Context: an optimization exercise on an open-source flow, tuned for small area and a short achievable clock period. The choices shown serve that exercise and are no tape-out recipe.
At most, simulation tests tie the RTL to the original design; equivalence was not proved.
Power figures rest on the tool's default switching activity, not on a simulated workload.

==> module int64_to_fp64, before the edit <==
module int64_to_fp64 #(
    parameter int TAG_W = 4
) (
    input  logic                 clk,
    input  logic                 load,
    input  logic [63:0]          in_data,
    input  logic [TAG_W-1:0]     in_tag,
    output logic [63:0]          q_word,
    output logic                 q_sticky,
    output logic [TAG_W-1:0]     q_tag
);
    logic        s;
    logic [63:0] x;
    logic [63:0] d;
    logic [5:0]  lzd;
    logic [63:0] xs [0:6];
    logic        low_nz;
    logic        is_zero;
    logic        pow2neg;
    logic [10:0] exp_v, exp_n, exp_p;
    logic [63:0] nxt_word;
    assign x = in_data;
    assign s = x[63];
    assign d[0] = 1'b1;
    assign d[63:1] = x[63:1] ^ x[62:0];
    lzc64 u_lzc (.v(d), .cnt(lzd));
    assign xs[0] = x;
    for (genvar j = 0; j < 6; j++) begin : g_sh
        localparam int D = 1 << (5 - j);
        assign xs[j+1] = lzd[5-j] ? {xs[j][63-D:0], {D{1'b0}}} : xs[j];
    end
    assign low_nz  = |xs[6][9:0];
    assign is_zero = (x == 64'd0);
    assign pow2neg = s && !(|(d[63:1] & ~x[63:1]));
    assign exp_n = (lzd[5] ? (lzd[4] ? (lzd[3] ? (lzd[2] ? (lzd[1] ? (lzd[0] ? 11'd1022 : 11'd1023) : (lzd[0] ? 11'd1024 : 11'd1025)) : (lzd[1] ? (lzd[0] ? 11'd1026 : 11'd1027) : (lzd[0] ? 11'd1028 : 11'd1029))) : (lzd[2] ? (lzd[1] ? (lzd[0] ? 11'd1030 : 11'd1031) : (lzd[0] ? 11'd1032 : 11'd1033)) : (lzd[1] ? (lzd[0] ? 11'd1034 : 11'd1035) : (lzd[0] ? 11'd1036 : 11'd1037)))) : (lzd[3] ? (lzd[2] ? (lzd[1] ? (lzd[0] ? 11'd1038 : 11'd1039) : (lzd[0] ? 11'd1040 : 11'd1041)) : (lzd[1] ? (lzd[0] ? 11'd1042 : 11'd1043) : (lzd[0] ? 11'd1044 : 11'd1045))) : (lzd[2] ? (lzd[1] ? (lzd[0] ? 11'd1046 : 11'd1047) : (lzd[0] ? 11'd1048 : 11'd1049)) : (lzd[1] ? (lzd[0] ? 11'd1050 : 11'd1051) : (lzd[0] ? 11'd1052 : 11'd1053))))) : (lzd[4] ? (lzd[3] ? (lzd[2] ? (lzd[1] ? (lzd[0] ? 11'd1054 : 11'd1055) : (lzd[0] ? 11'd1056 : 11'd1057)) : (lzd[1] ? (lzd[0] ? 11'd1058 : 11'd1059) : (lzd[0] ? 11'd1060 : 11'd1061))) : (lzd[2] ? (lzd[1] ? (lzd[0] ? 11'd1062 : 11'd1063) : (lzd[0] ? 11'd1064 : 11'd1065)) : (lzd[1] ? (lzd[0] ? 11'd1066 : 11'd1067) : (lzd[0] ? 11'd1068 : 11'd1069)))) : (lzd[3] ? (lzd[2] ? (lzd[1] ? (lzd[0] ? 11'd1070 : 11'd1071) : (lzd[0] ? 11'd1072 : 11'd1073)) : (lzd[1] ? (lzd[0] ? 11'd1074 : 11'd1075) : (lzd[0] ? 11'd1076 : 11'd1077))) : (lzd[2] ? (lzd[1] ? (lzd[0] ? 11'd1078 : 11'd1079) : (lzd[0] ? 11'd1080 : 11'd1081)) : (lzd[1] ? (lzd[0] ? 11'd1082 : 11'd1083) : (lzd[0] ? 11'd1084 : 11'd1085))))));
    assign exp_p = (lzd[5] ? (lzd[4] ? (lzd[3] ? (lzd[2] ? (lzd[1] ? (lzd[0] ? 11'd1023 : 11'd1024) : (lzd[0] ? 11'd1025 : 11'd1026)) : (lzd[1] ? (lzd[0] ? 11'd1027 : 11'd1028) : (lzd[0] ? 11'd1029 : 11'd1030))) : (lzd[2] ? (lzd[1] ? (lzd[0] ? 11'd1031 : 11'd1032) : (lzd[0] ? 11'd1033 : 11'd1034)) : (lzd[1] ? (lzd[0] ? 11'd1035 : 11'd1036) : (lzd[0] ? 11'd1037 : 11'd1038)))) : (lzd[3] ? (lzd[2] ? (lzd[1] ? (lzd[0] ? 11'd1039 : 11'd1040) : (lzd[0] ? 11'd1041 : 11'd1042)) : (lzd[1] ? (lzd[0] ? 11'd1043 : 11'd1044) : (lzd[0] ? 11'd1045 : 11'd1046))) : (lzd[2] ? (lzd[1] ? (lzd[0] ? 11'd1047 : 11'd1048) : (lzd[0] ? 11'd1049 : 11'd1050)) : (lzd[1] ? (lzd[0] ? 11'd1051 : 11'd1052) : (lzd[0] ? 11'd1053 : 11'd1054))))) : (lzd[4] ? (lzd[3] ? (lzd[2] ? (lzd[1] ? (lzd[0] ? 11'd1055 : 11'd1056) : (lzd[0] ? 11'd1057 : 11'd1058)) : (lzd[1] ? (lzd[0] ? 11'd1059 : 11'd1060) : (lzd[0] ? 11'd1061 : 11'd1062))) : (lzd[2] ? (lzd[1] ? (lzd[0] ? 11'd1063 : 11'd1064) : (lzd[0] ? 11'd1065 : 11'd1066)) : (lzd[1] ? (lzd[0] ? 11'd1067 : 11'd1068) : (lzd[0] ? 11'd1069 : 11'd1070)))) : (lzd[3] ? (lzd[2] ? (lzd[1] ? (lzd[0] ? 11'd1071 : 11'd1072) : (lzd[0] ? 11'd1073 : 11'd1074)) : (lzd[1] ? (lzd[0] ? 11'd1075 : 11'd1076) : (lzd[0] ? 11'd1077 : 11'd1078))) : (lzd[2] ? (lzd[1] ? (lzd[0] ? 11'd1079 : 11'd1080) : (lzd[0] ? 11'd1081 : 11'd1082)) : (lzd[1] ? (lzd[0] ? 11'd1083 : 11'd1084) : (lzd[0] ? 11'd1085 : 11'd1086))))));
    assign exp_v = pow2neg ? exp_p : exp_n;
    assign nxt_word = {s, exp_v & {11{!is_zero}}, xs[6][61:10]};
    always_ff @(posedge clk) begin
        if (load) begin
            q_word    <= nxt_word;
            q_sticky  <= low_nz;
            q_tag     <= in_tag;
        end
    end
endmodule
==> flow/config.mk <==
export PLATFORM = sky130hd
export DESIGN_NAME = fpcvt_top
export DESIGN_NICKNAME = fpcvt_top
export VERILOG_FILES = /design/flow/design.v
export SDC_FILE = /design/flow/constraint.sdc
export NUM_CORES = 4
export LEC_CHECK = 0
export ABC_AREA = 1
export CAP_MARGIN = 20
export CORE_MARGIN = 2
export CORE_UTILIZATION = 40
export SETUP_SLACK_MARGIN = 2.7
export SLEW_MARGIN = 20
==> flow/constraint.sdc <==
create_clock -name core_clock -period 7.0 [get_ports {clk}]
set_input_delay 1.4000 -clock core_clock [delete_from_list [all_inputs] [get_ports {clk}]]
set_output_delay 1.4000 -clock core_clock [all_outputs]
set_load 0.01 [all_outputs]
standard.sh (not shown) runs the stock make flow with config.mk's settings and CLKGATE_MAP_FILE= SYNTH_SCRIPT=/design/flow/synth_recipe.tcl, a recipe that flattens the netlist after the stock synthesis.
==> flow/flow/run.sh <==
#!/bin/bash
# The standard layout, with the port buffers made as buf_1 cells instead of
# the buffer_ports default (a slow delay cell on this platform).
set -euo pipefail
export BUFFER_PORTS_ARGS="-buffer_cell sky130_fd_sc_hd__buf_1"
bash standard.sh > flow_standard.log 2>&1
Edit:
--- a/flow/design.v
+++ b/flow/design.v
@@ -93,5 +93,5 @@
     logic        is_zero;
     logic        pow2neg;
-    logic [10:0] exp_v, exp_n, exp_p;
+    logic [10:0] exp_v;
     logic [63:0] nxt_word;
     assign x = in_data;
@@ -108,7 +108,10 @@
     assign is_zero = (x == 64'd0);
     assign pow2neg = s && !(|(d[63:1] & ~x[63:1]));
-    assign exp_n = (lzd[5] ? (lzd[4] ? (lzd[3] ? (lzd[2] ? (lzd[1] ? (lzd[0] ? 11'd1022 : 11'd1023) : (lzd[0] ? 11'd1024 : 11'd1025)) : (lzd[1] ? (lzd[0] ? 11'd1026 : 11'd1027) : (lzd[0] ? 11'd1028 : 11'd1029))) : (lzd[2] ? (lzd[1] ? (lzd[0] ? 11'd1030 : 11'd1031) : (lzd[0] ? 11'd1032 : 11'd1033)) : (lzd[1] ? (lzd[0] ? 11'd1034 : 11'd1035) : (lzd[0] ? 11'd1036 : 11'd1037)))) : (lzd[3] ? (lzd[2] ? (lzd[1] ? (lzd[0] ? 11'd1038 : 11'd1039) : (lzd[0] ? 11'd1040 : 11'd1041)) : (lzd[1] ? (lzd[0] ? 11'd1042 : 11'd1043) : (lzd[0] ? 11'd1044 : 11'd1045))) : (lzd[2] ? (lzd[1] ? (lzd[0] ? 11'd1046 : 11'd1047) : (lzd[0] ? 11'd1048 : 11'd1049)) : (lzd[1] ? (lzd[0] ? 11'd1050 : 11'd1051) : (lzd[0] ? 11'd1052 : 11'd1053))))) : (lzd[4] ? (lzd[3] ? (lzd[2] ? (lzd[1] ? (lzd[0] ? 11'd1054 : 11'd1055) : (lzd[0] ? 11'd1056 : 11'd1057)) : (lzd[1] ? (lzd[0] ? 11'd1058 : 11'd1059) : (lzd[0] ? 11'd1060 : 11'd1061))) : (lzd[2] ? (lzd[1] ? (lzd[0] ? 11'd1062 : 11'd1063) : (lzd[0] ? 11'd1064 : 11'd1065)) : (lzd[1] ? (lzd[0] ? 11'd1066 : 11'd1067) : (lzd[0] ? 11'd1068 : 11'd1069)))) : (lzd[3] ? (lzd[2] ? (lzd[1] ? (lzd[0] ? 11'd1070 : 11'd1071) : (lzd[0] ? 11'd1072 : 11'd1073)) : (lzd[1] ? (lzd[0] ? 11'd1074 : 11'd1075) : (lzd[0] ? 11'd1076 : 11'd1077))) : (lzd[2] ? (lzd[1] ? (lzd[0] ? 11'd1078 : 11'd1079) : (lzd[0] ? 11'd1080 : 11'd1081)) : (lzd[1] ? (lzd[0] ? 11'd1082 : 11'd1083) : (lzd[0] ? 11'd1084 : 11'd1085))))));
-    assign exp_p = (lzd[5] ? (lzd[4] ? (lzd[3] ? (lzd[2] ? (lzd[1] ? (lzd[0] ? 11'd1023 : 11'd1024) : (lzd[0] ? 11'd1025 : 11'd1026)) : (lzd[1] ? (lzd[0] ? 11'd1027 : 11'd1028) : (lzd[0] ? 11'd1029 : 11'd1030))) : (lzd[2] ? (lzd[1] ? (lzd[0] ? 11'd1031 : 11'd1032) : (lzd[0] ? 11'd1033 : 11'd1034)) : (lzd[1] ? (lzd[0] ? 11'd1035 : 11'd1036) : (lzd[0] ? 11'd1037 : 11'd1038)))) : (lzd[3] ? (lzd[2] ? (lzd[1] ? (lzd[0] ? 11'd1039 : 11'd1040) : (lzd[0] ? 11'd1041 : 11'd1042)) : (lzd[1] ? (lzd[0] ? 11'd1043 : 11'd1044) : (lzd[0] ? 11'd1045 : 11'd1046))) : (lzd[2] ? (lzd[1] ? (lzd[0] ? 11'd1047 : 11'd1048) : (lzd[0] ? 11'd1049 : 11'd1050)) : (lzd[1] ? (lzd[0] ? 11'd1051 : 11'd1052) : (lzd[0] ? 11'd1053 : 11'd1054))))) : (lzd[4] ? (lzd[3] ? (lzd[2] ? (lzd[1] ? (lzd[0] ? 11'd1055 : 11'd1056) : (lzd[0] ? 11'd1057 : 11'd1058)) : (lzd[1] ? (lzd[0] ? 11'd1059 : 11'd1060) : (lzd[0] ? 11'd1061 : 11'd1062))) : (lzd[2] ? (lzd[1] ? (lzd[0] ? 11'd1063 : 11'd1064) : (lzd[0] ? 11'd1065 : 11'd1066)) : (lzd[1] ? (lzd[0] ? 11'd1067 : 11'd1068) : (lzd[0] ? 11'd1069 : 11'd1070)))) : (lzd[3] ? (lzd[2] ? (lzd[1] ? (lzd[0] ? 11'd1071 : 11'd1072) : (lzd[0] ? 11'd1073 : 11'd1074)) : (lzd[1] ? (lzd[0] ? 11'd1075 : 11'd1076) : (lzd[0] ? 11'd1077 : 11'd1078))) : (lzd[2] ? (lzd[1] ? (lzd[0] ? 11'd1079 : 11'd1080) : (lzd[0] ? 11'd1081 : 11'd1082)) : (lzd[1] ? (lzd[0] ? 11'd1083 : 11'd1084) : (lzd[0] ? 11'd1085 : 11'd1086))))));
-    assign exp_v = pow2neg ? exp_p : exp_n;
+    always_comb begin
+        exp_v = '0;
+        for (int i = 0; i < 64; i++) begin
+            if (lzd == 6'(i)) exp_v = pow2neg ? 11'(1086 - i) : 11'(1085 - i);
+        end
+    end
     assign nxt_word = {s, exp_v & {11{!is_zero}}, xs[6][61:10]};
     always_ff @(posedge clk) begin
=> The changed run completed with no timing, DRC or antenna violations. Routed wire length goes up by 16%. Synthesized area rose by 0.57%. Total power went up by 8.0%. Final area went up by 19%. Sequential share of layout area drops by 3.3 points. Die area grows by 0.56%. Worst setup slack gets worse by 1.4 ns. Worst hold slack gets better by 0.0097 ns. Sequential cell count is unchanged. Global-route usage rose by 3.8 points. Non-clock buffer count came out higher by 189.
For the second run of this note, only the layout was checked, not whether the RTL still works.

[static timing again, ports no longer ideal]
The flow's constraints put no driver on any port. The routed layouts listed below were extracted and timed again, unchanged, in two steps. Step 1 assumes that a clkbuf_16 drives the clock port and a buf_2 every other input. Step 2 adds t to the input delays and takes it off the output delays; t is the mean of the earliest and latest rising clock arrival at the registers after step 1. Input paths then give back, and output paths get back, about the clock's delay inside the block. Three values: no drivers, after step 1, after step 2; two values: the first two.
| run | t (ns) | setup slack, ns | hold WS [ns] | latest minus earliest clock arrival (ns) | slew at the worst register clock pin (ns) |
|---|---|---|---|---|---|
| the first run | 0.483 | 2.776 / 2.720 / 2.410 | 0.496 / 0.496 / 0.496 | 0.017 / 0.016 | 0.07 / 0.07 |
| the second run | 0.486 | 1.385 / 1.326 / 1.696 | 0.506 / 0.506 / 0.506 | 0.013 / 0.014 | 0.07 / 0.07 |
After both steps setup and hold are still met in every run listed. The setup slack of the first run, which loses most, moves by -0.056 ns with the drivers and by -0.366 ns with both steps.
